What follows belongs to an exercise in optimizing a design on an open flow for small area, a short achievable clock period and few clock cycles; a production flow would make more cautious choices.
Function was not checked in any run shown here: the RTL went through the layout flow alone.
Power and IR drop assume default switching activity.

===== design/flow/flow/run.sh =====
#!/bin/bash
# Standard layout, with repair_timing aiming for extra setup slack.
set -euo pipefail
bash standard.sh SETUP_SLACK_MARGIN=10 finish > standard.log 2>&1

===== design/flow/design.v =====
package search_pkg;
  typedef logic [15:0] coord_t;
  typedef logic [15:0] vertex_id_t;
  typedef logic [39:0] dist_t;
  typedef logic [7:0] k_t;
  typedef logic [1:0] op_t;
  localparam op_t op_query = 2'd0;
  localparam op_t op_vertex = 2'd1;
  localparam op_t op_end = 2'd2;
endpackage
module sq_tree (
  input  logic [15:0] y,
  input  logic        neg,
  output logic [31:0] s,
  output logic [31:0] c
);
  logic pp_0_1;
  logic pp_0_2;
  logic pp_0_3;
  logic pp_0_4;
  logic pp_0_5;
  logic pp_0_6;
  logic pp_0_7;
  logic pp_0_8;
  logic pp_0_9;
  logic pp_0_10;
  logic pp_0_11;
  logic pp_0_12;
  logic pp_0_13;
  logic pp_0_14;
  logic pp_0_15;
  logic pp_1_2;
  logic pp_1_3;
  logic pp_1_4;
  logic pp_1_5;
  logic pp_1_6;
  logic pp_1_7;
  logic pp_1_8;
  logic pp_1_9;
  logic pp_1_10;
  logic pp_1_11;
  logic pp_1_12;
  logic pp_1_13;
  logic pp_1_14;
  logic pp_1_15;
  logic pp_2_3;
  logic pp_2_4;
  logic pp_2_5;
  logic pp_2_6;
  logic pp_2_7;
  logic pp_2_8;
  logic pp_2_9;
  logic pp_2_10;
  logic pp_2_11;
  logic pp_2_12;
  logic pp_2_13;
  logic pp_2_14;
  logic pp_2_15;
  logic pp_3_4;
  logic pp_3_5;
  logic pp_3_6;
  logic pp_3_7;
  logic pp_3_8;
  logic pp_3_9;
  logic pp_3_10;
  logic pp_3_11;
  logic pp_3_12;
  logic pp_3_13;
  logic pp_3_14;
  logic pp_3_15;
  logic pp_4_5;
  logic pp_4_6;
  logic pp_4_7;
  logic pp_4_8;
  logic pp_4_9;
  logic pp_4_10;
  logic pp_4_11;
  logic pp_4_12;
  logic pp_4_13;
  logic pp_4_14;
  logic pp_4_15;
  logic pp_5_6;
  logic pp_5_7;
  logic pp_5_8;
  logic pp_5_9;
  logic pp_5_10;
  logic pp_5_11;
  logic pp_5_12;
  logic pp_5_13;
  logic pp_5_14;
  logic pp_5_15;
  logic pp_6_7;
  logic pp_6_8;
  logic pp_6_9;
  logic pp_6_10;
  logic pp_6_11;
  logic pp_6_12;
  logic pp_6_13;
  logic pp_6_14;
  logic pp_6_15;
  logic pp_7_8;
  logic pp_7_9;
  logic pp_7_10;
  logic pp_7_11;
  logic pp_7_12;
  logic pp_7_13;
  logic pp_7_14;
  logic pp_7_15;
  logic pp_8_9;
  logic pp_8_10;
  logic pp_8_11;
  logic pp_8_12;
  logic pp_8_13;
  logic pp_8_14;
  logic pp_8_15;
  logic pp_9_10;
  logic pp_9_11;
  logic pp_9_12;
  logic pp_9_13;
  logic pp_9_14;
  logic pp_9_15;
  logic pp_10_11;
  logic pp_10_12;
  logic pp_10_13;
  logic pp_10_14;
  logic pp_10_15;
  logic pp_11_12;
  logic pp_11_13;
  logic pp_11_14;
  logic pp_11_15;
  logic pp_12_13;
  logic pp_12_14;
  logic pp_12_15;
  logic pp_13_14;
  logic pp_13_15;
  logic pp_14_15;
  logic ny_0;
  logic ny_1;
  logic ny_2;
  logic ny_3;
  logic ny_4;
  logic ny_5;
  logic ny_6;
  logic ny_7;
  logic ny_8;
  logic ny_9;
  logic ny_10;
  logic ny_11;
  logic ny_12;
  logic ny_13;
  logic ny_14;
  logic ny_15;
  logic hs0;
  logic hc0;
  logic hs1;
  logic hc1;
  logic hs2;
  logic hc2;
  logic fs3;
  logic fc3;
  logic hs4;
  logic hc4;
  logic fs5;
  logic fc5;
  logic hs6;
  logic hc6;
  logic fs7;
  logic fc7;
  logic fs8;
  logic fc8;
  logic hs9;
  logic hc9;
  logic fs10;
  logic fc10;
  logic fs11;
  logic fc11;
  logic hs12;
  logic hc12;
  logic fs13;
  logic fc13;
  logic fs14;
  logic fc14;
  logic fs15;
  logic fc15;
  logic fs16;
  logic fc16;
  logic fs17;
  logic fc17;
  logic hs18;
  logic hc18;
  logic fs19;
  logic fc19;
  logic fs20;
  logic fc20;
  logic hs21;
  logic hc21;
  logic fs22;
  logic fc22;
  logic hs23;
  logic hc23;
  logic fs24;
  logic fc24;
  logic hs25;
  logic hc25;
  logic hs26;
  logic hc26;
  logic hs27;
  logic hc27;
  logic hs28;
  logic hc28;
  logic hs29;
  logic hc29;
  logic fs30;
  logic fc30;
  logic hs31;
  logic hc31;
  logic fs32;
  logic fc32;
  logic hs33;
  logic hc33;
  logic fs34;
  logic fc34;
  logic fs35;
  logic fc35;
  logic fs36;
  logic fc36;
  logic fs37;
  logic fc37;
  logic fs38;
  logic fc38;
  logic fs39;
  logic fc39;
  logic fs40;
  logic fc40;
  logic fs41;
  logic fc41;
  logic fs42;
  logic fc42;
  logic fs43;
  logic fc43;
  logic fs44;
  logic fc44;
  logic fs45;
  logic fc45;
  logic fs46;
  logic fc46;
  logic fs47;
  logic fc47;
  logic fs48;
  logic fc48;
  logic fs49;
  logic fc49;
  logic fs50;
  logic fc50;
  logic fs51;
  logic fc51;
  logic fs52;
  logic fc52;
  logic fs53;
  logic fc53;
  logic fs54;
  logic fc54;
  logic fs55;
  logic fc55;
  logic fs56;
  logic fc56;
  logic fs57;
  logic fc57;
  logic fs58;
  logic fc58;
  logic fs59;
  logic fc59;
  logic fs60;
  logic fc60;
  logic hs61;
  logic hc61;
  logic fs62;
  logic fc62;
  logic hs63;
  logic hc63;
  logic hs64;
  logic hc64;
  logic hs65;
  logic hc65;
  logic hs66;
  logic hc66;
  logic hs67;
  logic hc67;
  logic fs68;
  logic fc68;
  logic fs69;
  logic fc69;
  logic fs70;
  logic fc70;
  logic fs71;
  logic fc71;
  logic fs72;
  logic fc72;
  logic fs73;
  logic fc73;
  logic fs74;
  logic fc74;
  logic fs75;
  logic fc75;
  logic fs76;
  logic fc76;
  logic fs77;
  logic fc77;
  logic fs78;
  logic fc78;
  logic fs79;
  logic fc79;
  logic fs80;
  logic fc80;
  logic fs81;
  logic fc81;
  logic fs82;
  logic fc82;
  logic fs83;
  logic fc83;
  logic fs84;
  logic fc84;
  logic fs85;
  logic fc85;
  logic fs86;
  logic fc86;
  logic fs87;
  logic fc87;
  logic fs88;
  logic fc88;
  logic hs89;
  logic hc89;
  logic hs90;
  logic hc90;
  logic hs91;
  logic hc91;
  logic hs92;
  logic hc92;
  logic fs93;
  logic fc93;
  logic fs94;
  logic fc94;
  logic fs95;
  logic fc95;
  logic fs96;
  logic fc96;
  logic fs97;
  logic fc97;
  logic fs98;
  logic fc98;
  logic fs99;
  logic fc99;
  logic fs100;
  logic fc100;
  logic fs101;
  logic fc101;
  logic fs102;
  logic fc102;
  logic fs103;
  logic fc103;
  logic fs104;
  logic fc104;
  logic fs105;
  logic fc105;
  logic fs106;
  logic fc106;
  logic fs107;
  logic fc107;
  logic fs108;
  logic fc108;
  logic fs109;
  logic fc109;
  logic fs110;
  logic fc110;
  logic fs111;
  logic fc111;
  logic fs112;
  logic fc112;
  logic fs113;
  logic fc113;
  logic fs114;
  logic fc114;
  logic fs115;
  logic fc115;
  logic fs116;
  logic fc116;
  logic fs117;
  logic fc117;
  logic hs118;
  logic hc118;
  logic hs119;
  logic hc119;
  assign pp_0_1 = y[0] & y[1];
  assign pp_0_2 = y[0] & y[2];
  assign pp_0_3 = y[0] & y[3];
  assign pp_0_4 = y[0] & y[4];
  assign pp_0_5 = y[0] & y[5];
  assign pp_0_6 = y[0] & y[6];
  assign pp_0_7 = y[0] & y[7];
  assign pp_0_8 = y[0] & y[8];
  assign pp_0_9 = y[0] & y[9];
  assign pp_0_10 = y[0] & y[10];
  assign pp_0_11 = y[0] & y[11];
  assign pp_0_12 = y[0] & y[12];
  assign pp_0_13 = y[0] & y[13];
  assign pp_0_14 = y[0] & y[14];
  assign pp_0_15 = y[0] & y[15];
  assign pp_1_2 = y[1] & y[2];
  assign pp_1_3 = y[1] & y[3];
  assign pp_1_4 = y[1] & y[4];
  assign pp_1_5 = y[1] & y[5];
  assign pp_1_6 = y[1] & y[6];
  assign pp_1_7 = y[1] & y[7];
  assign pp_1_8 = y[1] & y[8];
  assign pp_1_9 = y[1] & y[9];
  assign pp_1_10 = y[1] & y[10];
  assign pp_1_11 = y[1] & y[11];
  assign pp_1_12 = y[1] & y[12];
  assign pp_1_13 = y[1] & y[13];
  assign pp_1_14 = y[1] & y[14];
  assign pp_1_15 = y[1] & y[15];
  assign pp_2_3 = y[2] & y[3];
  assign pp_2_4 = y[2] & y[4];
  assign pp_2_5 = y[2] & y[5];
  assign pp_2_6 = y[2] & y[6];
  assign pp_2_7 = y[2] & y[7];
  assign pp_2_8 = y[2] & y[8];
  assign pp_2_9 = y[2] & y[9];
  assign pp_2_10 = y[2] & y[10];
  assign pp_2_11 = y[2] & y[11];
  assign pp_2_12 = y[2] & y[12];
  assign pp_2_13 = y[2] & y[13];
  assign pp_2_14 = y[2] & y[14];
  assign pp_2_15 = y[2] & y[15];
  assign pp_3_4 = y[3] & y[4];
  assign pp_3_5 = y[3] & y[5];
  assign pp_3_6 = y[3] & y[6];
  assign pp_3_7 = y[3] & y[7];
  assign pp_3_8 = y[3] & y[8];
  assign pp_3_9 = y[3] & y[9];
  assign pp_3_10 = y[3] & y[10];
  assign pp_3_11 = y[3] & y[11];
  assign pp_3_12 = y[3] & y[12];
  assign pp_3_13 = y[3] & y[13];
  assign pp_3_14 = y[3] & y[14];
  assign pp_3_15 = y[3] & y[15];
  assign pp_4_5 = y[4] & y[5];
  assign pp_4_6 = y[4] & y[6];
  assign pp_4_7 = y[4] & y[7];
  assign pp_4_8 = y[4] & y[8];
  assign pp_4_9 = y[4] & y[9];
  assign pp_4_10 = y[4] & y[10];
  assign pp_4_11 = y[4] & y[11];
  assign pp_4_12 = y[4] & y[12];
  assign pp_4_13 = y[4] & y[13];
  assign pp_4_14 = y[4] & y[14];
  assign pp_4_15 = y[4] & y[15];
  assign pp_5_6 = y[5] & y[6];
  assign pp_5_7 = y[5] & y[7];
  assign pp_5_8 = y[5] & y[8];
  assign pp_5_9 = y[5] & y[9];
  assign pp_5_10 = y[5] & y[10];
  assign pp_5_11 = y[5] & y[11];
  assign pp_5_12 = y[5] & y[12];
  assign pp_5_13 = y[5] & y[13];
  assign pp_5_14 = y[5] & y[14];
  assign pp_5_15 = y[5] & y[15];
  assign pp_6_7 = y[6] & y[7];
  assign pp_6_8 = y[6] & y[8];
  assign pp_6_9 = y[6] & y[9];
  assign pp_6_10 = y[6] & y[10];
  assign pp_6_11 = y[6] & y[11];
  assign pp_6_12 = y[6] & y[12];
  assign pp_6_13 = y[6] & y[13];
  assign pp_6_14 = y[6] & y[14];
  assign pp_6_15 = y[6] & y[15];
  assign pp_7_8 = y[7] & y[8];
  assign pp_7_9 = y[7] & y[9];
  assign pp_7_10 = y[7] & y[10];
  assign pp_7_11 = y[7] & y[11];
  assign pp_7_12 = y[7] & y[12];
  assign pp_7_13 = y[7] & y[13];
  assign pp_7_14 = y[7] & y[14];
  assign pp_7_15 = y[7] & y[15];
  assign pp_8_9 = y[8] & y[9];
  assign pp_8_10 = y[8] & y[10];
  assign pp_8_11 = y[8] & y[11];
  assign pp_8_12 = y[8] & y[12];
  assign pp_8_13 = y[8] & y[13];
  assign pp_8_14 = y[8] & y[14];
  assign pp_8_15 = y[8] & y[15];
  assign pp_9_10 = y[9] & y[10];
  assign pp_9_11 = y[9] & y[11];
  assign pp_9_12 = y[9] & y[12];
  assign pp_9_13 = y[9] & y[13];
  assign pp_9_14 = y[9] & y[14];
  assign pp_9_15 = y[9] & y[15];
  assign pp_10_11 = y[10] & y[11];
  assign pp_10_12 = y[10] & y[12];
  assign pp_10_13 = y[10] & y[13];
  assign pp_10_14 = y[10] & y[14];
  assign pp_10_15 = y[10] & y[15];
  assign pp_11_12 = y[11] & y[12];
  assign pp_11_13 = y[11] & y[13];
  assign pp_11_14 = y[11] & y[14];
  assign pp_11_15 = y[11] & y[15];
  assign pp_12_13 = y[12] & y[13];
  assign pp_12_14 = y[12] & y[14];
  assign pp_12_15 = y[12] & y[15];
  assign pp_13_14 = y[13] & y[14];
  assign pp_13_15 = y[13] & y[15];
  assign pp_14_15 = y[14] & y[15];
  assign ny_0 = y[0] & neg;
  assign ny_1 = y[1] & neg;
  assign ny_2 = y[2] & neg;
  assign ny_3 = y[3] & neg;
  assign ny_4 = y[4] & neg;
  assign ny_5 = y[5] & neg;
  assign ny_6 = y[6] & neg;
  assign ny_7 = y[7] & neg;
  assign ny_8 = y[8] & neg;
  assign ny_9 = y[9] & neg;
  assign ny_10 = y[10] & neg;
  assign ny_11 = y[11] & neg;
  assign ny_12 = y[12] & neg;
  assign ny_13 = y[13] & neg;
  assign ny_14 = y[14] & neg;
  assign ny_15 = y[15] & neg;
  assign hs0 = pp_0_15 ^ pp_1_14;
  assign hc0 = pp_0_15 & pp_1_14;
  assign hs1 = pp_0_9 ^ pp_1_8;
  assign hc1 = pp_0_9 & pp_1_8;
  assign hs2 = pp_0_10 ^ pp_1_9;
  assign hc2 = pp_0_10 & pp_1_9;
  assign fs3 = pp_0_11 ^ pp_1_10 ^ pp_2_9;
  assign fc3 = (pp_0_11 & pp_1_10) | (pp_0_11 & pp_2_9) | (pp_1_10 & pp_2_9);
  assign hs4 = pp_3_8 ^ pp_4_7;
  assign hc4 = pp_3_8 & pp_4_7;
  assign fs5 = pp_0_12 ^ pp_1_11 ^ pp_2_10;
  assign fc5 = (pp_0_12 & pp_1_11) | (pp_0_12 & pp_2_10) | (pp_1_11 & pp_2_10);
  assign hs6 = pp_3_9 ^ pp_4_8;
  assign hc6 = pp_3_9 & pp_4_8;
  assign fs7 = pp_0_13 ^ pp_1_12 ^ pp_2_11;
  assign fc7 = (pp_0_13 & pp_1_12) | (pp_0_13 & pp_2_11) | (pp_1_12 & pp_2_11);
  assign fs8 = pp_3_10 ^ pp_4_9 ^ pp_5_8;
  assign fc8 = (pp_3_10 & pp_4_9) | (pp_3_10 & pp_5_8) | (pp_4_9 & pp_5_8);
  assign hs9 = pp_6_7 ^ y[7];
  assign hc9 = pp_6_7 & y[7];
  assign fs10 = pp_0_14 ^ pp_1_13 ^ pp_2_12;
  assign fc10 = (pp_0_14 & pp_1_13) | (pp_0_14 & pp_2_12) | (pp_1_13 & pp_2_12);
  assign fs11 = pp_3_11 ^ pp_4_10 ^ pp_5_9;
  assign fc11 = (pp_3_11 & pp_4_10) | (pp_3_11 & pp_5_9) | (pp_4_10 & pp_5_9);
  assign hs12 = pp_6_8 ^ ny_14;
  assign hc12 = pp_6_8 & ny_14;
  assign fs13 = hs0 ^ pp_2_13 ^ pp_3_12;
  assign fc13 = (hs0 & pp_2_13) | (hs0 & pp_3_12) | (pp_2_13 & pp_3_12);
  assign fs14 = pp_4_11 ^ pp_5_10 ^ pp_6_9;
  assign fc14 = (pp_4_11 & pp_5_10) | (pp_4_11 & pp_6_9) | (pp_5_10 & pp_6_9);
  assign fs15 = pp_7_8 ^ y[8] ^ ny_15;
  assign fc15 = (pp_7_8 & y[8]) | (pp_7_8 & ny_15) | (y[8] & ny_15);
  assign fs16 = pp_1_15 ^ pp_2_14 ^ pp_3_13;
  assign fc16 = (pp_1_15 & pp_2_14) | (pp_1_15 & pp_3_13) | (pp_2_14 & pp_3_13);
  assign fs17 = pp_4_12 ^ pp_5_11 ^ pp_6_10;
  assign fc17 = (pp_4_12 & pp_5_11) | (pp_4_12 & pp_6_10) | (pp_5_11 & pp_6_10);
  assign hs18 = pp_7_9 ^ hc0;
  assign hc18 = pp_7_9 & hc0;
  assign fs19 = pp_2_15 ^ pp_3_14 ^ pp_4_13;
  assign fc19 = (pp_2_15 & pp_3_14) | (pp_2_15 & pp_4_13) | (pp_3_14 & pp_4_13);
  assign fs20 = pp_5_12 ^ pp_6_11 ^ pp_7_10;
  assign fc20 = (pp_5_12 & pp_6_11) | (pp_5_12 & pp_7_10) | (pp_6_11 & pp_7_10);
  assign hs21 = pp_8_9 ^ y[9];
  assign hc21 = pp_8_9 & y[9];
  assign fs22 = pp_3_15 ^ pp_4_14 ^ pp_5_13;
  assign fc22 = (pp_3_15 & pp_4_14) | (pp_3_15 & pp_5_13) | (pp_4_14 & pp_5_13);
  assign hs23 = pp_6_12 ^ pp_7_11;
  assign hc23 = pp_6_12 & pp_7_11;
  assign fs24 = pp_4_15 ^ pp_5_14 ^ pp_6_13;
  assign fc24 = (pp_4_15 & pp_5_14) | (pp_4_15 & pp_6_13) | (pp_5_14 & pp_6_13);
  assign hs25 = pp_7_12 ^ pp_8_11;
  assign hc25 = pp_7_12 & pp_8_11;
  assign hs26 = pp_5_15 ^ pp_6_14;
  assign hc26 = pp_5_15 & pp_6_14;
  assign hs27 = pp_6_15 ^ pp_7_14;
  assign hc27 = pp_6_15 & pp_7_14;
  assign hs28 = pp_0_5 ^ pp_1_4;
  assign hc28 = pp_0_5 & pp_1_4;
  assign hs29 = pp_0_6 ^ pp_1_5;
  assign hc29 = pp_0_6 & pp_1_5;
  assign fs30 = pp_0_7 ^ pp_1_6 ^ pp_2_5;
  assign fc30 = (pp_0_7 & pp_1_6) | (pp_0_7 & pp_2_5) | (pp_1_6 & pp_2_5);
  assign hs31 = pp_3_4 ^ y[4];
  assign hc31 = pp_3_4 & y[4];
  assign fs32 = pp_0_8 ^ pp_1_7 ^ pp_2_6;
  assign fc32 = (pp_0_8 & pp_1_7) | (pp_0_8 & pp_2_6) | (pp_1_7 & pp_2_6);
  assign hs33 = pp_3_5 ^ ny_8;
  assign hc33 = pp_3_5 & ny_8;
  assign fs34 = hs1 ^ pp_2_7 ^ pp_3_6;
  assign fc34 = (hs1 & pp_2_7) | (hs1 & pp_3_6) | (pp_2_7 & pp_3_6);
  assign fs35 = pp_4_5 ^ y[5] ^ ny_9;
  assign fc35 = (pp_4_5 & y[5]) | (pp_4_5 & ny_9) | (y[5] & ny_9);
  assign fs36 = hs2 ^ pp_2_8 ^ pp_3_7;
  assign fc36 = (hs2 & pp_2_8) | (hs2 & pp_3_7) | (pp_2_8 & pp_3_7);
  assign fs37 = pp_4_6 ^ ny_10 ^ hc1;
  assign fc37 = (pp_4_6 & ny_10) | (pp_4_6 & hc1) | (ny_10 & hc1);
  assign fs38 = fs3 ^ hs4 ^ pp_5_6;
  assign fc38 = (fs3 & hs4) | (fs3 & pp_5_6) | (hs4 & pp_5_6);
  assign fs39 = y[6] ^ ny_11 ^ hc2;
  assign fc39 = (y[6] & ny_11) | (y[6] & hc2) | (ny_11 & hc2);
  assign fs40 = fs5 ^ hs6 ^ pp_5_7;
  assign fc40 = (fs5 & hs6) | (fs5 & pp_5_7) | (hs6 & pp_5_7);
  assign fs41 = ny_12 ^ fc3 ^ hc4;
  assign fc41 = (ny_12 & fc3) | (ny_12 & hc4) | (fc3 & hc4);
  assign fs42 = fs7 ^ fs8 ^ hs9;
  assign fc42 = (fs7 & fs8) | (fs7 & hs9) | (fs8 & hs9);
  assign fs43 = ny_13 ^ fc5 ^ hc6;
  assign fc43 = (ny_13 & fc5) | (ny_13 & hc6) | (fc5 & hc6);
  assign fs44 = fs10 ^ fs11 ^ hs12;
  assign fc44 = (fs10 & fs11) | (fs10 & hs12) | (fs11 & hs12);
  assign fs45 = fc7 ^ fc8 ^ hc9;
  assign fc45 = (fc7 & fc8) | (fc7 & hc9) | (fc8 & hc9);
  assign fs46 = fs13 ^ fs14 ^ fs15;
  assign fc46 = (fs13 & fs14) | (fs13 & fs15) | (fs14 & fs15);
  assign fs47 = fc10 ^ fc11 ^ hc12;
  assign fc47 = (fc10 & fc11) | (fc10 & hc12) | (fc11 & hc12);
  assign fs48 = fs16 ^ fs17 ^ hs18;
  assign fc48 = (fs16 & fs17) | (fs16 & hs18) | (fs17 & hs18);
  assign fs49 = fc13 ^ fc14 ^ fc15;
  assign fc49 = (fc13 & fc14) | (fc13 & fc15) | (fc14 & fc15);
  assign fs50 = fs19 ^ fs20 ^ hs21;
  assign fc50 = (fs19 & fs20) | (fs19 & hs21) | (fs20 & hs21);
  assign fs51 = fc16 ^ fc17 ^ hc18;
  assign fc51 = (fc16 & fc17) | (fc16 & hc18) | (fc17 & hc18);
  assign fs52 = fs22 ^ hs23 ^ pp_8_10;
  assign fc52 = (fs22 & hs23) | (fs22 & pp_8_10) | (hs23 & pp_8_10);
  assign fs53 = fc19 ^ fc20 ^ hc21;
  assign fc53 = (fc19 & fc20) | (fc19 & hc21) | (fc20 & hc21);
  assign fs54 = fs24 ^ hs25 ^ pp_9_10;
  assign fc54 = (fs24 & hs25) | (fs24 & pp_9_10) | (hs25 & pp_9_10);
  assign fs55 = y[10] ^ fc22 ^ hc23;
  assign fc55 = (y[10] & fc22) | (y[10] & hc23) | (fc22 & hc23);
  assign fs56 = hs26 ^ pp_7_13 ^ pp_8_12;
  assign fc56 = (hs26 & pp_7_13) | (hs26 & pp_8_12) | (pp_7_13 & pp_8_12);
  assign fs57 = pp_9_11 ^ fc24 ^ hc25;
  assign fc57 = (pp_9_11 & fc24) | (pp_9_11 & hc25) | (fc24 & hc25);
  assign fs58 = hs27 ^ pp_8_13 ^ pp_9_12;
  assign fc58 = (hs27 & pp_8_13) | (hs27 & pp_9_12) | (pp_8_13 & pp_9_12);
  assign fs59 = pp_10_11 ^ y[11] ^ hc26;
  assign fc59 = (pp_10_11 & y[11]) | (pp_10_11 & hc26) | (y[11] & hc26);
  assign fs60 = pp_7_15 ^ pp_8_14 ^ pp_9_13;
  assign fc60 = (pp_7_15 & pp_8_14) | (pp_7_15 & pp_9_13) | (pp_8_14 & pp_9_13);
  assign hs61 = pp_10_12 ^ hc27;
  assign hc61 = pp_10_12 & hc27;
  assign fs62 = pp_8_15 ^ pp_9_14 ^ pp_10_13;
  assign fc62 = (pp_8_15 & pp_9_14) | (pp_8_15 & pp_10_13) | (pp_9_14 & pp_10_13);
  assign hs63 = pp_11_12 ^ y[12];
  assign hc63 = pp_11_12 & y[12];
  assign hs64 = pp_9_15 ^ pp_10_14;
  assign hc64 = pp_9_15 & pp_10_14;
  assign hs65 = pp_10_15 ^ pp_11_14;
  assign hc65 = pp_10_15 & pp_11_14;
  assign hs66 = pp_0_3 ^ pp_1_2;
  assign hc66 = pp_0_3 & pp_1_2;
  assign hs67 = pp_0_4 ^ pp_1_3;
  assign hc67 = pp_0_4 & pp_1_3;
  assign fs68 = hs28 ^ pp_2_3 ^ y[3];
  assign fc68 = (hs28 & pp_2_3) | (hs28 & y[3]) | (pp_2_3 & y[3]);
  assign fs69 = hs29 ^ pp_2_4 ^ ny_6;
  assign fc69 = (hs29 & pp_2_4) | (hs29 & ny_6) | (pp_2_4 & ny_6);
  assign fs70 = fs30 ^ hs31 ^ ny_7;
  assign fc70 = (fs30 & hs31) | (fs30 & ny_7) | (hs31 & ny_7);
  assign fs71 = fs32 ^ hs33 ^ fc30;
  assign fc71 = (fs32 & hs33) | (fs32 & fc30) | (hs33 & fc30);
  assign fs72 = fs34 ^ fs35 ^ fc32;
  assign fc72 = (fs34 & fs35) | (fs34 & fc32) | (fs35 & fc32);
  assign fs73 = fs36 ^ fs37 ^ fc34;
  assign fc73 = (fs36 & fs37) | (fs36 & fc34) | (fs37 & fc34);
  assign fs74 = fs38 ^ fs39 ^ fc36;
  assign fc74 = (fs38 & fs39) | (fs38 & fc36) | (fs39 & fc36);
  assign fs75 = fs40 ^ fs41 ^ fc38;
  assign fc75 = (fs40 & fs41) | (fs40 & fc38) | (fs41 & fc38);
  assign fs76 = fs42 ^ fs43 ^ fc40;
  assign fc76 = (fs42 & fs43) | (fs42 & fc40) | (fs43 & fc40);
  assign fs77 = fs44 ^ fs45 ^ fc42;
  assign fc77 = (fs44 & fs45) | (fs44 & fc42) | (fs45 & fc42);
  assign fs78 = fs46 ^ fs47 ^ fc44;
  assign fc78 = (fs46 & fs47) | (fs46 & fc44) | (fs47 & fc44);
  assign fs79 = fs48 ^ fs49 ^ fc46;
  assign fc79 = (fs48 & fs49) | (fs48 & fc46) | (fs49 & fc46);
  assign fs80 = fs50 ^ fs51 ^ fc48;
  assign fc80 = (fs50 & fs51) | (fs50 & fc48) | (fs51 & fc48);
  assign fs81 = fs52 ^ fs53 ^ fc50;
  assign fc81 = (fs52 & fs53) | (fs52 & fc50) | (fs53 & fc50);
  assign fs82 = fs54 ^ fs55 ^ fc52;
  assign fc82 = (fs54 & fs55) | (fs54 & fc52) | (fs55 & fc52);
  assign fs83 = fs56 ^ fs57 ^ fc54;
  assign fc83 = (fs56 & fs57) | (fs56 & fc54) | (fs57 & fc54);
  assign fs84 = fs58 ^ fs59 ^ fc56;
  assign fc84 = (fs58 & fs59) | (fs58 & fc56) | (fs59 & fc56);
  assign fs85 = fs60 ^ hs61 ^ fc58;
  assign fc85 = (fs60 & hs61) | (fs60 & fc58) | (hs61 & fc58);
  assign fs86 = fs62 ^ hs63 ^ fc60;
  assign fc86 = (fs62 & hs63) | (fs62 & fc60) | (hs63 & fc60);
  assign fs87 = hs64 ^ pp_11_13 ^ fc62;
  assign fc87 = (hs64 & pp_11_13) | (hs64 & fc62) | (pp_11_13 & fc62);
  assign fs88 = hs65 ^ pp_12_13 ^ y[13];
  assign fc88 = (hs65 & pp_12_13) | (hs65 & y[13]) | (pp_12_13 & y[13]);
  assign hs89 = pp_11_15 ^ pp_12_14;
  assign hc89 = pp_11_15 & pp_12_14;
  assign hs90 = pp_12_15 ^ pp_13_14;
  assign hc90 = pp_12_15 & pp_13_14;
  assign hs91 = pp_0_1 ^ y[1];
  assign hc91 = pp_0_1 & y[1];
  assign hs92 = pp_0_2 ^ ny_2;
  assign hc92 = pp_0_2 & ny_2;
  assign fs93 = hs66 ^ y[2] ^ ny_3;
  assign fc93 = (hs66 & y[2]) | (hs66 & ny_3) | (y[2] & ny_3);
  assign fs94 = hs67 ^ ny_4 ^ hc66;
  assign fc94 = (hs67 & ny_4) | (hs67 & hc66) | (ny_4 & hc66);
  assign fs95 = fs68 ^ ny_5 ^ hc67;
  assign fc95 = (fs68 & ny_5) | (fs68 & hc67) | (ny_5 & hc67);
  assign fs96 = fs69 ^ hc28 ^ fc68;
  assign fc96 = (fs69 & hc28) | (fs69 & fc68) | (hc28 & fc68);
  assign fs97 = fs70 ^ hc29 ^ fc69;
  assign fc97 = (fs70 & hc29) | (fs70 & fc69) | (hc29 & fc69);
  assign fs98 = fs71 ^ hc31 ^ fc70;
  assign fc98 = (fs71 & hc31) | (fs71 & fc70) | (hc31 & fc70);
  assign fs99 = fs72 ^ hc33 ^ fc71;
  assign fc99 = (fs72 & hc33) | (fs72 & fc71) | (hc33 & fc71);
  assign fs100 = fs73 ^ fc35 ^ fc72;
  assign fc100 = (fs73 & fc35) | (fs73 & fc72) | (fc35 & fc72);
  assign fs101 = fs74 ^ fc37 ^ fc73;
  assign fc101 = (fs74 & fc37) | (fs74 & fc73) | (fc37 & fc73);
  assign fs102 = fs75 ^ fc39 ^ fc74;
  assign fc102 = (fs75 & fc39) | (fs75 & fc74) | (fc39 & fc74);
  assign fs103 = fs76 ^ fc41 ^ fc75;
  assign fc103 = (fs76 & fc41) | (fs76 & fc75) | (fc41 & fc75);
  assign fs104 = fs77 ^ fc43 ^ fc76;
  assign fc104 = (fs77 & fc43) | (fs77 & fc76) | (fc43 & fc76);
  assign fs105 = fs78 ^ fc45 ^ fc77;
  assign fc105 = (fs78 & fc45) | (fs78 & fc77) | (fc45 & fc77);
  assign fs106 = fs79 ^ fc47 ^ fc78;
  assign fc106 = (fs79 & fc47) | (fs79 & fc78) | (fc47 & fc78);
  assign fs107 = fs80 ^ fc49 ^ fc79;
  assign fc107 = (fs80 & fc49) | (fs80 & fc79) | (fc49 & fc79);
  assign fs108 = fs81 ^ fc51 ^ fc80;
  assign fc108 = (fs81 & fc51) | (fs81 & fc80) | (fc51 & fc80);
  assign fs109 = fs82 ^ fc53 ^ fc81;
  assign fc109 = (fs82 & fc53) | (fs82 & fc81) | (fc53 & fc81);
  assign fs110 = fs83 ^ fc55 ^ fc82;
  assign fc110 = (fs83 & fc55) | (fs83 & fc82) | (fc55 & fc82);
  assign fs111 = fs84 ^ fc57 ^ fc83;
  assign fc111 = (fs84 & fc57) | (fs84 & fc83) | (fc57 & fc83);
  assign fs112 = fs85 ^ fc59 ^ fc84;
  assign fc112 = (fs85 & fc59) | (fs85 & fc84) | (fc59 & fc84);
  assign fs113 = fs86 ^ hc61 ^ fc85;
  assign fc113 = (fs86 & hc61) | (fs86 & fc85) | (hc61 & fc85);
  assign fs114 = fs87 ^ hc63 ^ fc86;
  assign fc114 = (fs87 & hc63) | (fs87 & fc86) | (hc63 & fc86);
  assign fs115 = fs88 ^ hc64 ^ fc87;
  assign fc115 = (fs88 & hc64) | (fs88 & fc87) | (hc64 & fc87);
  assign fs116 = hs89 ^ hc65 ^ fc88;
  assign fc116 = (hs89 & hc65) | (hs89 & fc88) | (hc65 & fc88);
  assign fs117 = hs90 ^ y[14] ^ hc89;
  assign fc117 = (hs90 & y[14]) | (hs90 & hc89) | (y[14] & hc89);
  assign hs118 = pp_13_15 ^ hc90;
  assign hc118 = pp_13_15 & hc90;
  assign hs119 = pp_14_15 ^ y[15];
  assign hc119 = pp_14_15 & y[15];
  assign s = {hc119, hs119, hs118, fs117, fs116, fs115, fs114, fs113, fs112, fs111, fs110, fs109, fs108, fs107, fs106, fs105, fs104, fs103, fs102, fs101, fs100, fs99, fs98, fs97, fs96, fs95, fs94, fs93, hs92, hs91, ny_0, y[0]};
  assign c = {1'b0, hc118, fc117, fc116, fc115, fc114, fc113, fc112, fc111, fc110, fc109, fc108, fc107, fc106, fc105, fc104, fc103, fc102, fc101, fc100, fc99, fc98, fc97, fc96, fc95, fc94, fc93, hc92, hc91, ny_1, 1'b0, neg};
endmodule
`timescale 1ns/1ps
module search_top
#(
  parameter int DIM = 4,
  parameter int PQ_LENGTH = 5,
  parameter int IN_DEPTH = 4,
  parameter int OUT_CREDITS = 2
) (
  input  logic                   clk_100mhz,
  input  logic                   sys_rst,
  input  logic                   in_valid,
  input  logic [1:0]             in_op,
  input  logic [$clog2(DIM)-1:0] in_index,
  input  logic [15:0]            in_data,
  input  logic [15:0]            in_id,
  output logic                   in_credit,
  output logic                   res_valid,
  output logic [15:0]            res_id,
  output logic [39:0]            res_dist,
  output logic                   res_last,
  input  logic                   out_credit
);
  localparam int DW = 35;    
  localparam int NQ = PQ_LENGTH;
  logic in_q, in_c, in_e;
  assign in_q = in_valid && (in_op == 2'd0);
  assign in_c = in_valid && (in_op == 2'd1);
  assign in_e = in_valid && (in_op == 2'd2);
  logic       busy;       
  logic       cq;         
  logic [2:0] owed;       
  logic [3:0] nfree;      
  logic       withhold;
  logic       credit_d;
  logic       r_e, d_e, s_e, pe, drain_on;
  logic [2:0] owed_inc, owed_dec;
  logic [3:0] nfree_inc;
  logic       nfree_full;
  assign owed_inc   = owed + 3'd1;
  assign owed_dec   = owed - 3'd1;
  assign nfree_inc  = nfree + 4'd1;
  assign nfree_full = (nfree > 4'd3 + 4'(owed));
  assign busy     = r_e || d_e || s_e || pe || drain_on;
  assign withhold = busy && nfree_full && (in_c || in_e);
  assign credit_d = (in_valid && !withhold) || (!busy && (owed != 3'd0));
  always_ff @(posedge clk_100mhz) begin
    if (sys_rst) begin
      in_credit <= 1'b0;
      owed      <= 3'd0;
      nfree     <= 4'd0;
      cq        <= 1'b0;
    end else begin
      in_credit <= credit_d;
      if (in_valid && withhold) begin
        owed <= owed_inc;
      end else if (!in_valid && !busy && owed != 3'd0) begin
        owed <= owed_dec;
      end
      if (!busy) begin
        nfree <= 4'd0;
      end else if (in_c || in_e) begin
        nfree <= nfree_inc;
      end
      if (in_e) begin
        cq <= 1'b0;
      end else if (in_c && in_index == 2'(DIM - 1)) begin
        cq <= 1'b1;
      end
    end
  end
  logic [15:0] cand_id;
  always_ff @(posedge clk_100mhz) begin
    if (in_c && in_index == 2'(DIM - 1)) begin
      cand_id <= in_id;
    end
  end
  logic        r_q, r_c;
  logic [1:0]  r_idx;
  logic [15:0] r_data;
  always_ff @(posedge clk_100mhz) begin
    if (sys_rst) begin
      r_q <= 1'b0;
      r_c <= 1'b0;
      r_e <= 1'b0;
    end else begin
      r_q <= in_q;
      r_c <= in_c;
      r_e <= in_e && cq;
    end
    r_idx  <= in_index;
    r_data <= in_data;
  end
  logic [15:0] qry [DIM];
  always_ff @(posedge clk_100mhz) begin
    if (r_q) begin
      qry[r_idx] <= r_data;
    end
  end
  logic        d_c, d_first, d_last;
  logic [15:0] d_y;       
  logic        d_neg;     
  logic [16:0] sub;
  logic [15:0] qsel;
  logic [2:0]  k_clamp;
  assign qsel = qry[r_idx];
  assign sub  = {1'b0, r_data} - {1'b0, qsel};
  always_comb begin
    if (r_data[7:0] == 8'd0) begin
      k_clamp = 3'd1;
    end else if (r_data[7:0] > 8'(PQ_LENGTH)) begin
      k_clamp = 3'(PQ_LENGTH);
    end else begin
      k_clamp = r_data[2:0];
    end
  end
  always_ff @(posedge clk_100mhz) begin
    if (sys_rst) begin
      d_c <= 1'b0;
      d_e <= 1'b0;
    end else begin
      d_c <= r_c;
      d_e <= r_e;
    end
    d_first <= (r_idx == 2'd0);
    d_last  <= (r_idx == 2'(DIM - 1));
    d_y     <= sub[15:0] ^ {16{sub[16]}};
    d_neg   <= sub[16];
  end
  logic [31:0] sq_s, sq_c;
  logic [31:0] s_s, s_cy;
  logic        s_c, s_first, s_last;
  sq_tree sq0 (
    .y(d_y),
    .neg(d_neg),
    .s(sq_s),
    .c(sq_c)
  );
  always_ff @(posedge clk_100mhz) begin
    if (sys_rst) begin
      s_c <= 1'b0;
      s_e <= 1'b0;
    end else begin
      s_c <= d_c;
      s_e <= d_e;
    end
    s_first <= d_first;
    s_last  <= d_last;
    s_s     <= sq_s;
    s_cy    <= sq_c;
  end
  logic [DW-1:0] acc;
  logic          a_done;    
  logic          take;      
  logic [DW-1:0] acc_in, csa_x, csa_y;
  assign acc_in = s_first ? DW'(0) : acc;
  assign csa_x  = acc_in ^ DW'(s_s) ^ DW'(s_cy);
  assign csa_y  = ((acc_in & DW'(s_s)) | (acc_in & DW'(s_cy)) | (DW'(s_s) & DW'(s_cy))) << 1;
  always_ff @(posedge clk_100mhz) begin
    if (s_c) begin
      acc <= csa_x + csa_y;
    end
  end
  always_ff @(posedge clk_100mhz) begin
    if (sys_rst) begin
      a_done <= 1'b0;
    end else begin
      a_done <= (s_c && s_last) || (a_done && !take);
    end
  end
  logic [DW-1:0] n_d;
  logic [15:0]   n_id;
  logic          n_valid;
  logic [1:0]    n_ph;      
  logic          n_c2, n_r1;
  logic [NQ-1:0] n_le;      
  logic          ins;
  logic          step;
  logic          beat;
  logic          last_beat;
  logic [DW-1:0] e_d  [NQ];
  logic [15:0]   e_id [NQ];
  logic [NQ-1:0] e_v;
  logic          c2;
  logic [DW-1:0] e_sel;
  logic          v_sel;
  logic          r_le;
  logic [NQ-1:0] le_fin;
  assign take = a_done && !n_valid && !pe;
  assign step = n_valid && (n_ph != 2'd2) && !drain_on;
  assign ins  = n_valid && (n_ph == 2'd2) && !drain_on;
  assign c2 = e_v[2] && (e_d[2] <= acc);
  always_comb begin
    if (n_ph == 2'd0) begin
      e_sel = n_c2 ? e_d[3] : e_d[1];
      v_sel = n_c2 ? e_v[3] : e_v[1];
    end else begin
      e_sel = n_c2 ? e_d[4] : e_d[0];
      v_sel = n_c2 ? e_v[4] : e_v[0];
    end
    r_le = v_sel && (e_sel <= n_d);
    case ({n_c2, n_r1})
      2'b00:   le_fin = {4'b0000, r_le};
      2'b01:   le_fin = 5'b00011;
      2'b10:   le_fin = 5'b00111;
      default: le_fin = {r_le, 4'b1111};
    endcase
  end
  always_ff @(posedge clk_100mhz) begin
    if (take) begin
      n_d  <= acc;
      n_id <= cand_id;
    end
  end
  always_ff @(posedge clk_100mhz) begin
    if (sys_rst) begin
      n_valid <= 1'b0;
      n_ph    <= 2'd0;
      n_c2    <= 1'b0;
      n_r1    <= 1'b0;
      n_le    <= '0;
    end else begin
      n_valid <= take || (n_valid && !ins);
      if (take || ins) begin
        n_ph <= 2'd0;
      end else if (step) begin
        n_ph <= n_ph + 2'd1;
      end
      if (last_beat) begin
        n_c2 <= 1'b0;
        n_r1 <= 1'b0;
        n_le <= '0;
      end else begin
        if (take) begin
          n_c2 <= c2;
        end
        if (step && n_ph == 2'd0) begin
          n_r1 <= r_le;
        end
        if (step && n_ph == 2'd1) begin
          n_le <= le_fin;
        end
      end
    end
  end
  logic [NQ-1:0] v_nxt;
  always_comb begin
    v_nxt = e_v;
    if (last_beat) begin
      v_nxt = '0;
    end else if (beat) begin
      v_nxt = {1'b0, e_v[NQ-1:1]};
    end else if (ins) begin
      v_nxt = {e_v[NQ-2:0], 1'b1};
    end
  end
  always_ff @(posedge clk_100mhz) begin
    if (sys_rst) begin
      e_v <= '0;
    end else begin
      e_v <= v_nxt;
    end
  end
  always_ff @(posedge clk_100mhz) begin
    if (beat) begin
      for (int i = 0; i < NQ - 1; i++) begin
        e_d[i]  <= e_d[i+1];
        e_id[i] <= e_id[i+1];
      end
    end else if (ins) begin
      for (int i = 0; i < NQ; i++) begin
        if (!n_le[i]) begin
          if (i == 0 || n_le[i-1]) begin
            e_d[i]  <= n_d;
            e_id[i] <= n_id;
          end else begin
            e_d[i]  <= e_d[i-1];
            e_id[i] <= e_id[i-1];
          end
        end
      end
    end
  end
  logic [2:0] pe_k;
  logic [2:0] dr_left;    
  logic [1:0] cred;       
  logic [2:0] dr_nxt;
  logic [1:0] cred_nxt;
  logic       start;
  assign drain_on  = (dr_left != 3'd0);
  assign beat      = res_valid;
  assign last_beat = res_valid && res_last;
  assign start     = pe && !drain_on && (!n_valid || ins);
  always_ff @(posedge clk_100mhz) begin
    if (sys_rst) begin
      pe <= 1'b0;
    end else begin
      pe <= s_e || (pe && !start);
    end
    if (r_e) begin
      pe_k <= k_clamp;
    end
  end
  always_comb begin
    cred_nxt = cred - 2'(beat) + 2'(out_credit);
    dr_nxt   = dr_left;
    if (last_beat) begin
      dr_nxt = 3'd0;
    end else if (beat) begin
      dr_nxt = dr_left - 3'd1;
    end else if (start) begin
      dr_nxt = pe_k;
    end
  end
  always_ff @(posedge clk_100mhz) begin
    if (sys_rst) begin
      dr_left   <= 3'd0;
      cred      <= 2'(OUT_CREDITS);
      res_valid <= 1'b0;
    end else begin
      dr_left   <= dr_nxt;
      cred      <= cred_nxt;
      res_valid <= (dr_nxt != 3'd0) && (cred_nxt != 2'd0);
    end
    res_last <= (dr_nxt == 3'd1) || !v_nxt[1];
  end
  assign res_id   = e_id[0];
  assign res_dist = {5'd0, e_d[0]};
endmodule

===== design/flow/standard.sh =====
#!/bin/bash
# synth_recipe.tcl (not shown) runs the flow's synth.tcl, then flattens the netlist and writes it again
# the make line also repeats each setting of config.mk as NAME=value (left out here)
make -C /OpenROAD-flow-scripts/flow DESIGN_CONFIG=/design/flow/config.mk WORK_HOME=/design/flow/orfs CLKGATE_MAP_FILE= SYNTH_SCRIPT=/design/flow/synth_recipe.tcl "${@:-finish}"

===== design/flow/config.mk =====
export PLATFORM = sky130hd
export DESIGN_NAME = search_top
export DESIGN_NICKNAME = search_top
export VERILOG_FILES = /design/flow/design.v
export SDC_FILE = /design/flow/constraint.sdc
export NUM_CORES = 4
export LEC_CHECK = 0
export CAP_MARGIN = 20
export CORE_MARGIN = 2
export CORE_UTILIZATION = 70
export CTS_CLUSTER_DIAMETER = 150
export CTS_CLUSTER_SIZE = 25
export SLEW_MARGIN = 20

===== design/flow/constraint.sdc =====
create_clock -name core_clock -period 14.0 [get_ports {clk_100mhz}]
set_input_delay 2.8000 -clock core_clock [delete_from_list [all_inputs] [get_ports {clk_100mhz}]]
set_output_delay 2.8000 -clock core_clock [all_outputs]
set_load 0.01 [all_outputs]

==> metrics.csv, run 1 <==
stage,metric,value,unit
timing,clock_skew,0.0235,ns
worst_setup_path,startpoint_type,register,
place,place_inst,3190,
floorplan,initial_core_util,71.4,%
worst_setup_path,path_class,register to primary output,
synth,syn-mean-instance-area,11.9,um2
place,io_buffers,93,
drt,viasPerCell,6.02,
clock_tree,clk_pin_slew,0.10,ns
final_layout,design_area,33400,um2
drt,routed_wl,66.6,mm
worst_setup_path,cp_slowest_cell,edfxtp_1,
final_layout,final_util,77.2,%
grt,grt_pass1_wl,107,mm
pwr,p_per_area,195,nW/um2
grt,grt_max_degree,137,
timing,hold_ws,0.326,ns
final_layout,n_antenna_cell,0,
grt,grt_overflow,0,
floorplan,io-pin-count,99,
worst_setup_path,path_buf_inv,1,
timing,setup_viol,0,
synth,ys_types,63,
synth,syn_inst,2602,
clock_tree,cts_tree,done,
timing,drv_slew,0,
timing,min_period_over_period,29.1,%
clock_tree,htreeDepth,1,
clock_tree,cts-buffers-inserted,26,
floorplan,row_count,76,
synth,post-synth-top-area-fraction,41.2,%
worst_setup_path,crit_chain,buf_2,
synth,ys.flop_type,edfxtp_1,
synth,synth-seq-cells,565,
flow_run,cap_violations,0,
final_layout,stdcell_count,3297,
synth,syn_area,30900,um2
drt,wl_per_cell,20.2,um
grt,grt_pass1_vias,20400,
drt,first_pass_iters,5,
timing,fin_setup_tns,0,ns
clock_tree,clk_path_buf_depth,3,
synth,synth_edf_count,424,
drt,drc,0,
worst_setup_path,endpoint_kind,primary output,
clock_tree,cts_root_buffer,clkbuf_16,
place,gp_congestion,0.855,
place,place_area,32400,um2
final_layout,nets,3013,
timing,hold_viol,0,
final_layout,syn_to_final_growth,8.19,%
floorplan,dieWidth,214,um
timing,worst_slack,9.92,ns
pwr,total_power,6.52,mW
synth,yosys-top-cells-area,"edfxtp_1 (41%), dfxtp_1 (9.1%), fa_1 (7.7%), ha_1 (6.6%), mux2i_1 (5.1%)",
timing,clock.fmax,245,MHz
timing,max_slew_margin,23.0,%
place,hpwl,43.5,mm
worst_setup_path,worst-path-max-fanout,2,
worst_setup_path,crit_path_max_incr_delay,0.49,ns
outcome,status,no timing/DRC/antenna violations,
synth,ys_seq_area_share,50.4,%
clock_tree,clk_latency,0.60,ns
drt,ant_nets,0,
floorplan,fp.coreArea,43300,um2
floorplan,dieHeight,214,um
clock_tree,cts_sinks,565,
pwr,p_leak,12.9,nW
drt,vias,19800,
synth,async_flop_share,0,%
timing,rsz0062_at_grt,yes,
floorplan,die_area,45800,um2
drt,first_iter_violations,1684,
worst_setup_path,cp_data_arrival_time,1.28,ns
grt,grt_usage,29.4,%
synth,synth_top_cell_by_area,edfxtp_1,
pwr,ir_drop,166,uV
final_layout,drive_above_1_share,12.0,%
grt,antenna_found_initial,0,
timing,period_minus_slack,4.08,ns
min_path,hold_class,register to register,
timing,tightest_slew,1.16,ns
place,place_ws,9.00,ns
worst_setup_path,critical-path-top-delay-family,flip-flops,
worst_setup_path,cp.required,11.20,ns
clock_tree,ctsHoldBuffers,0,
synth,synth_warnings,4,
## final cells by class
| type | instances | area (um2) |
|---|---|---|
| multi-input cells | 1648 | 14000 |
| fillers | 2800 | 9860 |
| flip-flops and latches | 565 | 15600 |
| well taps | 585 | 732 |
| clock inverters | 2 | 27.5 |
| repair buffers | 173 | 1330 |
| inverters | 278 | 1040 |
| clock buffers | 46 | 726 |
## power breakdown
part / internal (mW) / leakage, nW / total (mW) / switching, mW
registers: 2.34 / 5.08 / 2.62 / 0.277
clock network: 0.359 / 0.357 / 0.870 / 0.511
logic: 1.33 / 7.49 / 3.03 / 1.70
total: 4.03 / 12.9 / 6.52 / 2.49
## state kept, by name, indices dropped and copies added (netlist names), 30 cells and up
| register | cells |
|---|---|
| s_cy | 30 |
| qry | 64 |
| n_d | 35 |
| s_s | 32 |
| e_id | 80 |
| e_d | 175 |
| acc | 35 |
## what timing repair did
item	in CTS	in global routing
endpoints found under the hold margin	0	0
resized for setup	221	26
endpoints found under the setup margin	92	84
pin swaps	2	0
buffers inserted	45	14
## cells in the final DEF (no fill, tap or decap), types with 52 or more instances in the layout
master / synthesis / final
edfxtp_1: 424 / 424
inv_1: 278 / 278
nand2_1: 270 / 269
o21ai_0: 242 / 238
ha_1: 162 / 161
mux2i_1: 158 / 158
dfxtp_1: 141 / 133
fa_1: 119 / 118
and2_1: 106 / 106
buf_4: 7 / 74
nor2_1: 73 / 71
mux2_2: 68 / 68
a21oi_1: 65 / 63
xnor2_1: 56 / 56
mux4_2: 52 / 52
## Yosys cell counts, drive strengths merged, types with 2 or more instances
cell       n
o21ai    246
xnor2     56
clkbuf    93
dfxtp    141
buf       22
a21oi     65
o21a      10
fa       119
and3      10
o211ai     6
or4        2
a31oi      4
and4       2
nand4     22
and2     107
nor2      73
a31o       2
or3        5
ha       162
xor2      14
nor3      13
mux2i    158
a21o      45
nor3b      3
mux2      68
edfxtp   424
a211oi     9
o22ai      3
nand2    270
nor2b     25
mux4      52
nor4       6
nand3     19
or2        2
inv      278
nand2b    42
a221oi     2
o2111ai    3
a2111oi    2
o21bai     3
## final timing paths
kind | cells past startpoint | from | slack (ns) | endpoint
worst max-delay path | 1 | e_d[0][27] | 9.92 | res_dist[27]
worst min-delay path | 0 | d_first | 0.33 | s_first
worst max register to register | 14 | s_first | 10.22 | acc[33]
worst min register to register | 0 | d_first | 0.33 | s_first
## metal layers
metal  wire, um  track usage (%)  share of wire, %  up-vias
li1           -                -                 -     9209
met1      28100             40.7                42     9903
met2      33100             50.7                50      648
met3       4360             3.48               6.5       84
met4       1050             6.08               1.6        0
met5          0                0                 0        -
## logic make-up after synthesis
group	share of synthesized area [%]
xor+xnor	1.99
fa+ha+maj	14.3
compound gates	7.68
buf+inv	4.87
simple gates	9.41
flops	50.4
other cells	0.0121
mux	11.4
==> run 2, diff against run 1 <==
--- a/design/flow/design.v
+++ b/design/flow/design.v
@@ -804,15 +804,8 @@
   logic       withhold;
   logic       credit_d;
   logic       r_e, d_e, s_e, pe, drain_on;
-  logic [2:0] owed_inc, owed_dec;
-  logic [3:0] nfree_inc;
-  logic       nfree_full;
-  assign owed_inc   = owed + 3'd1;
-  assign owed_dec   = owed - 3'd1;
-  assign nfree_inc  = nfree + 4'd1;
-  assign nfree_full = (nfree > 4'd3 + 4'(owed));
   assign busy     = r_e || d_e || s_e || pe || drain_on;
-  assign withhold = busy && nfree_full && (in_c || in_e);
+  assign withhold = busy && (nfree > 4'd3 + 4'(owed)) && (in_c || in_e);
   assign credit_d = (in_valid && !withhold) || (!busy && (owed != 3'd0));
   always_ff @(posedge clk_100mhz) begin
     if (sys_rst) begin
@@ -822,15 +815,11 @@
       cq        <= 1'b0;
     end else begin
       in_credit <= credit_d;
-      if (in_valid && withhold) begin
-        owed <= owed_inc;
-      end else if (!in_valid && !busy && owed != 3'd0) begin
-        owed <= owed_dec;
-      end
+      owed      <= owed + 3'(in_valid) - 3'(credit_d);
       if (!busy) begin
         nfree <= 4'd0;
       end else if (in_c || in_e) begin
-        nfree <= nfree_inc;
+        nfree <= nfree + 4'd1;
       end
       if (in_e) begin
         cq <= 1'b0;
@@ -943,37 +932,48 @@
   logic          n_valid;
   logic [1:0]    n_ph;      
   logic          n_c2, n_r1;
-  logic [NQ-1:0] n_le;      
+  logic [2:0]    n_p;       
   logic          ins;
   logic          step;
   logic          beat;
   logic          last_beat;
-  logic [DW-1:0] e_d  [NQ];
-  logic [15:0]   e_id [NQ];
-  logic [NQ-1:0] e_v;
-  logic          c2;
-  logic [DW-1:0] e_sel;
-  logic          v_sel;
+  logic [DW-1:0] q_d  [NQ];
+  logic [15:0]   q_id [NQ];
+  logic [2:0]    q_rk [NQ];
+  logic [2:0]    q_cnt;
+  logic [2:0]    sel_rk;    
+  logic [NQ-1:0] sel_hit;
+  logic [DW-1:0] sel_d;
+  logic [15:0]   sel_id;
   logic          r_le;
-  logic [NQ-1:0] le_fin;
-  assign take = a_done && !n_valid && !pe;
-  assign step = n_valid && (n_ph != 2'd2) && !drain_on;
-  assign ins  = n_valid && (n_ph == 2'd2) && !drain_on;
-  assign c2 = e_v[2] && (e_d[2] <= acc);
+  logic [2:0]    p_fin;
+  logic [2:0]    dr_j;      
+  assign take = a_done && (!n_valid || ins) && !pe;
+  assign step = n_valid && (n_ph != 2'd3) && !drain_on;
+  assign ins  = n_valid && (n_ph == 2'd3) && !drain_on;
   always_comb begin
-    if (n_ph == 2'd0) begin
-      e_sel = n_c2 ? e_d[3] : e_d[1];
-      v_sel = n_c2 ? e_v[3] : e_v[1];
+    if (drain_on) begin
+      sel_rk = dr_j + 3'd1;
     end else begin
-      e_sel = n_c2 ? e_d[4] : e_d[0];
-      v_sel = n_c2 ? e_v[4] : e_v[0];
+      case (n_ph)
+        2'd0:    sel_rk = 3'd2;
+        2'd1:    sel_rk = n_c2 ? 3'd3 : 3'd1;
+        default: sel_rk = n_c2 ? 3'd4 : 3'd0;
+      endcase
+    end
+    sel_d  = '0;
+    sel_id = '0;
+    for (int i = 0; i < NQ; i++) begin
+      sel_hit[i] = (q_rk[i] == sel_rk);
+      sel_d  = sel_d  | (q_d[i]  & {DW{sel_hit[i]}});
+      sel_id = sel_id | (q_id[i] & {16{sel_hit[i]}});
     end
-    r_le = v_sel && (e_sel <= n_d);
+    r_le = (sel_rk < q_cnt) && (sel_d <= n_d);
     case ({n_c2, n_r1})
-      2'b00:   le_fin = {4'b0000, r_le};
-      2'b01:   le_fin = 5'b00011;
-      2'b10:   le_fin = 5'b00111;
-      default: le_fin = {r_le, 4'b1111};
+      2'b00:   p_fin = r_le ? 3'd1 : 3'd0;
+      2'b01:   p_fin = 3'd2;
+      2'b10:   p_fin = 3'd3;
+      default: p_fin = r_le ? 3'd5 : 3'd4;
     endcase
   end
   always_ff @(posedge clk_100mhz) begin
@@ -988,69 +988,80 @@
       n_ph    <= 2'd0;
       n_c2    <= 1'b0;
       n_r1    <= 1'b0;
-      n_le    <= '0;
+      n_p     <= 3'd0;
     end else begin
       n_valid <= take || (n_valid && !ins);
-      if (take || ins) begin
+      if (take || ins || last_beat) begin
         n_ph <= 2'd0;
+      end else if (step && n_ph == 2'd1 && (n_c2 != r_le)) begin
+        n_ph <= 2'd3;
       end else if (step) begin
         n_ph <= n_ph + 2'd1;
       end
-      if (last_beat) begin
-        n_c2 <= 1'b0;
-        n_r1 <= 1'b0;
-        n_le <= '0;
-      end else begin
-        if (take) begin
-          n_c2 <= c2;
-        end
-        if (step && n_ph == 2'd0) begin
-          n_r1 <= r_le;
-        end
-        if (step && n_ph == 2'd1) begin
-          n_le <= le_fin;
-        end
+      if (step && n_ph == 2'd0) begin
+        n_c2 <= r_le;
+      end
+      if (step && n_ph == 2'd1) begin
+        n_r1 <= r_le;
+        n_p  <= n_c2 ? 3'd3 : 3'd2;
+      end
+      if (step && n_ph == 2'd2) begin
+        n_p <= p_fin;
       end
     end
   end
-  logic [NQ-1:0] v_nxt;
+  logic [2:0]    top_rk;    
+  logic [NQ-1:0] wr;
+  logic          ins_take;
+  assign top_rk   = (q_cnt == 3'(NQ)) ? 3'(NQ - 1) : q_cnt;
+  assign ins_take = ins && (n_p != 3'(NQ));
   always_comb begin
-    v_nxt = e_v;
-    if (last_beat) begin
-      v_nxt = '0;
-    end else if (beat) begin
-      v_nxt = {1'b0, e_v[NQ-1:1]};
-    end else if (ins) begin
-      v_nxt = {e_v[NQ-2:0], 1'b1};
+    for (int i = 0; i < NQ; i++) begin
+      wr[i] = ins_take && (q_rk[i] == top_rk);
     end
   end
   always_ff @(posedge clk_100mhz) begin
-    if (sys_rst) begin
-      e_v <= '0;
-    end else begin
-      e_v <= v_nxt;
+    for (int i = 0; i < NQ; i++) begin
+      if (wr[i]) begin
+        q_d[i]  <= n_d;
+        q_id[i] <= n_id;
+      end
     end
   end
   always_ff @(posedge clk_100mhz) begin
-    if (beat) begin
-      for (int i = 0; i < NQ - 1; i++) begin
-        e_d[i]  <= e_d[i+1];
-        e_id[i] <= e_id[i+1];
-      end
-    end else if (ins) begin
+    if (sys_rst) begin
       for (int i = 0; i < NQ; i++) begin
-        if (!n_le[i]) begin
-          if (i == 0 || n_le[i-1]) begin
-            e_d[i]  <= n_d;
-            e_id[i] <= n_id;
-          end else begin
-            e_d[i]  <= e_d[i-1];
-            e_id[i] <= e_id[i-1];
+        q_rk[i] <= 3'(i);
+      end
+      q_cnt <= 3'd0;
+    end else begin
+      if (last_beat) begin
+        q_cnt <= 3'd0;
+      end else if (ins_take && q_cnt != 3'(NQ)) begin
+        q_cnt <= q_cnt + 3'd1;
+      end
+      if (ins_take) begin
+        for (int i = 0; i < NQ; i++) begin
+          if (wr[i]) begin
+            q_rk[i] <= n_p;
+          end else if (q_rk[i] >= n_p && q_rk[i] < top_rk) begin
+            q_rk[i] <= q_rk[i] + 3'd1;
           end
         end
       end
     end
   end
+  logic [DW-1:0] h_d;
+  logic [15:0]   h_id;
+  always_ff @(posedge clk_100mhz) begin
+    if (beat) begin
+      h_d  <= sel_d;
+      h_id <= sel_id;
+    end else if (ins_take && n_p == 3'd0) begin
+      h_d  <= n_d;
+      h_id <= n_id;
+    end
+  end
   logic [2:0] pe_k;
   logic [2:0] dr_left;    
   logic [1:0] cred;       
@@ -1082,6 +1093,29 @@
       dr_nxt = pe_k;
     end
   end
+  logic [2:0] j_nxt;
+  logic [2:0] cnt_nxt;
+  always_comb begin
+    j_nxt = dr_j;
+    if (last_beat) begin
+      j_nxt = 3'd0;
+    end else if (beat) begin
+      j_nxt = dr_j + 3'd1;
+    end
+    cnt_nxt = q_cnt;
+    if (last_beat) begin
+      cnt_nxt = 3'd0;
+    end else if (ins_take && q_cnt != 3'(NQ)) begin
+      cnt_nxt = q_cnt + 3'd1;
+    end
+  end
+  always_ff @(posedge clk_100mhz) begin
+    if (sys_rst) begin
+      dr_j <= 3'd0;
+    end else begin
+      dr_j <= j_nxt;
+    end
+  end
   always_ff @(posedge clk_100mhz) begin
     if (sys_rst) begin
       dr_left   <= 3'd0;
@@ -1092,8 +1126,8 @@
       cred      <= cred_nxt;
       res_valid <= (dr_nxt != 3'd0) && (cred_nxt != 2'd0);
     end
-    res_last <= (dr_nxt == 3'd1) || !v_nxt[1];
+    res_last <= (dr_nxt == 3'd1) || (j_nxt + 3'd1 >= cnt_nxt);
   end
-  assign res_id   = e_id[0];
-  assign res_dist = {5'd0, e_d[0]};
+  assign res_id   = h_id;
+  assign res_dist = {5'd0, h_d};
 endmodule
--- a/design/flow/config.mk
+++ b/design/flow/config.mk
@@ -7,7 +7,7 @@
 export LEC_CHECK = 0
 export CAP_MARGIN = 20
 export CORE_MARGIN = 2
-export CORE_UTILIZATION = 70
+export CORE_UTILIZATION = 60
 export CTS_CLUSTER_DIAMETER = 150
 export CTS_CLUSTER_SIZE = 25
 export SLEW_MARGIN = 20
==> metrics.csv, run 2 <==
stage,metric,value,unit
worst_setup_path,crit_path_max_incr_delay,0.55,ns
clock_tree,cts_sinks,630,
final_layout,drive_above_1_share,10.4,%
place,gp_congestion,0.844,
drt,drc,0,
worst_setup_path,worst-path-max-fanout,6,
grt,grt_overflow,0,
timing,fin_setup_tns,0,ns
floorplan,dieWidth,227,um
pwr,ir_drop,166,uV
floorplan,die_area,51400,um2
final_layout,syn_to_final_growth,10.8,%
pwr,swShare,37.4,%
pwr,total_power,6.57,mW
floorplan,io-pin-count,99,
clock_tree,clk_path_buf_depth,3,
grt,grt_pass1_vias,17600,
worst_setup_path,r2r-start,dr_left[1],
timing,hold_viol,0,
min_path,hold_class,register to register,
outcome,status,no timing/DRC/antenna violations,
final_layout,most-common-layout-cells,"edfxtp_1 (475), inv_1 (171), ha_1 (169)",
worst_setup_path,path_common_cell,buf_12,
final_layout,n_antenna_cell,0,
worst_setup_path,rr_worst_depth,20,
synth,ys.flop_type,edfxtp_1,
clock_tree,ctsHoldBuffers,0,
pwr,p_int,4.11,mW
synth,ys_top_cells_by_count,"edfxtp_1 (475), inv_1 (179), ha_1 (176)",
synth,syn_inst,2219,
clock_tree,cts-buffers-inserted,29,
timing,rsz0062_at_grt,yes,
clock_tree,cts_tree,done,
clock_tree,cts_root_buffer,clkbuf_16,
worst_setup_path,path_class,register to register,
synth,synth_edf_count,475,
timing,min_period_over_period,31.1,%
worst_setup_path,cp.required,14.57,ns
floorplan,row_count,81,
worst_setup_path,cp_slowest_cell,nor3_4,
synth,synth_warnings,4,
min_path,whs_path_depth,0,
final_layout,largest_register,q_d,
timing,clock.fmax,229,MHz
drt,viasPerCell,5.72,
final_layout,final_common_cell,edfxtp_1,
synth,syn_area,29700,um2
floorplan,initial_core_util,60.7,%
worst_setup_path,endpoint_kind,register,
pwr,pwr-share-comb,48.5,%
worst_setup_path,startpoint_type,register,
pwr,p_leak,12.6,nW
floorplan,fp.coreArea,49000,um2
timing,tightest_slew,1.07,ns
grt,grt_max_degree,108,
pwr,p_per_area,200,nW/um2
final_layout,reg_top3,"q_d x175, q_id x80, qry x64",
worst_setup_path,cp_data_arrival_time,4.92,ns
clock_tree,htreeDepth,1,
worst_setup_path,r2r_slack,9.64,ns
worst_setup_path,rr_endpoint,n_ph[0],
pwr,clkPwrFrac,14.4,%
min_path,worstHoldEndpoint,s_last,
synth,async_flop_share,0,%
final_layout,design_area,32900,um2
timing,period_minus_slack,4.36,ns
worst_setup_path,crit_chain,inv_2 -> ha_4 -> nor2b_4 -> buf_12 -> mux2i_4 -> buf_12 -> xnor2_4 -> nor3_4 -> buf_12 -> a222oi_1 -> nand2_1 -> ha_4 -> nand4_1 -> nor4_4 -> buf_4 -> nand4_1 -> a221o_1 -> a31oi_4 -> mux2i_1 -> a21o_1,
worst_setup_path,path_buf_inv,5,
synth,yosysMostFrequentCell,edfxtp_1,
place,hpwl,37.8,mm
clock_tree,clk_latency,0.62,ns
final_layout,largest_register_ffs,175,
pwr,p_sw,2.46,mW
grt,grt_pass1_wl,95.0,mm
worst_setup_path,critical-path-top-delay-family,simple AND/OR/NAND/NOR gates,
clock_tree,clk_pin_slew,0.10,ns
timing,drv_slew,0,
drt,ant_nets,0,
drt,vias,17200,
synth,synth-seq-cells,630,
flow_run,cap_violations,0,
pwr,power_frac_seq,37.1,%
timing,max_slew_margin,29.0,%
place,place_area,31500,um2
place,io_buffers,93,
drt,wl_per_cell,19.7,um
timing,setup_viol,0,
synth,yosys-top-cells-area,"edfxtp_1 (48%), dfxtp_1 (10%), fa_1 (8.0%), ha_1 (7.4%), inv_1 (2.3%)",
synth,synth_top_cell_by_area,edfxtp_1,
grt,grt_usage,23.6,%
drt,first_pass_iters,6,
floorplan,dieHeight,227,um
min_path,hold_start,d_last,
synth,ys_seq_area_share,58.4,%
drt,first_iter_violations,1248,
synth,syn-mean-instance-area,13.4,um2
synth,ys_types,75,
final_layout,nets,2657,
timing,clock_skew,0.0352,ns
grt,antenna_found_initial,0,
synth,post-synth-top-area-fraction,48.0,%
drt,routed_wl,59.2,mm
run 2: per-stage QoR:
step / hold slack (ns) / worst slack [ns] / cells / utilization (%)
after floorplan: 0.310 / 9.37 / 2223 / -
after global placement: 0.310 / 8.68 / 2919 / 64.3
after global routing: 0.353 / 9.44 / 3009 / 67.3
after detailed placement: 0.312 / 8.42 / 2919 / 64.3
final: 0.334 / 9.64 / 3009 / 67.3
after CTS: 0.336 / 9.75 / 2997 / 66.8
run 2: metal layers:
| layer | vias up | track usage (%) | routed length [um] |
|---|---|---|---|
| li1 | 8205 | - | - |
| met1 | 8572 | 32.4 | 26400 |
| met2 | 368 | 40.7 | 29100 |
| met3 | 76 | 2.44 | 2360 |
| met4 | 0 | 5.94 | 1370 |
| met5 | - | 0 | 0 |
run 2: area by class of cell:
class / count / area [um2]
Sequential cell: 630 / 17400
Fill cell: 3571 / 16000
Multi-Input combinational cell: 1333 / 11800
Timing Repair Buffer: 149 / 1370
Tap cell: 664 / 831
Clock buffer: 52 / 812
Inverter: 179 / 672
Clock inverter: 2 / 28.8
run 2: worst max-delay path by stage:
stage / startpoint / endpoint / slack, ns / depth (start not counted)
after global routing: dr_left[0] / n_p[0] / 9.44 / 20
after global placement: in_op[0] / owed[1] / 8.68 / 11
final: dr_left[1] / n_ph[0] / 9.64 / 20
after detailed placement: dr_left[0] / n_p[0] / 8.42 / 17
after floorplan: in_op[1] / owed[1] / 9.37 / 10
after CTS: dr_left[0] / n_p[0] / 9.75 / 20
run 2: power groups by stage:
stage / clock (mW) / sequential [mW] / combinational, mW
final: 0.947 / 2.44 / 3.19
after global routing: 1.04 / 2.46 / 3.64
after CTS: 0.980 / 2.44 / 3.14
after detailed placement: 0 / 2.49 / 2.97
after global placement: 0 / 2.48 / 2.87
after floorplan: 0 / 2.43 / 2.21
run 2: kinds of logic after synthesis:
| group | count (synthesis) | share of synthesized area, % |
|---|---|---|
| multiplexers | 34 | 1.84 |
| flip-flops | 630 | 58.4 |
| adder cells (fa/ha/maj) | 295 | 15.4 |
| AO/OA/AOI/OAI | 386 | 9.11 |
| XOR/XNOR | 95 | 2.80 |
| other | 1 | 0.0126 |
| AND/OR/NAND/NOR | 518 | 9.03 |
| buffers and inverters | 260 | 3.39 |
run 2: repair_timing:
item                                    4_1_cts  5_1_grt
pin swaps                                    22       22
endpoints found under the setup margin      143       49
cloned                                        5        1
setup buffers                                19       11
gates resized for setup                     293       29

what the ideal ports hide:
How much do the figures lean on ideal ports? The routed layouts below were timed once more, with nothing changed but the port constraints. Step 1 assumes that a clkbuf_16 drives the clock port and a buf_2 every other input. Step 2 times the ports against the registers' clock, not the clock port: input delays grow and output delays shrink by t, the midpoint of the rising clock arrivals with the driver on. a / b / c = ideal ports / drivers / drivers and shift; a / b = the first two.
run | shift t [ns] | slack for setup (ns) | hold WS [ns] | clock arrival spread, ns | slew at the worst register clock pin (ns)
run 1 | 0.645 | 9.921 / 9.863 / 9.496 | 0.326 / 0.326 / 0.326 | 0.027 / 0.027 | 0.10 / 0.10
run 2 | 0.651 | 9.642 / 9.642 / 9.220 | 0.334 / 0.334 / 0.334 | 0.051 / 0.050 | 0.10 / 0.10
After both steps every run listed still meets setup and hold. The setup slack of run 1, which loses most, moves by -0.058 ns with the drivers and by -0.425 ns with both steps.
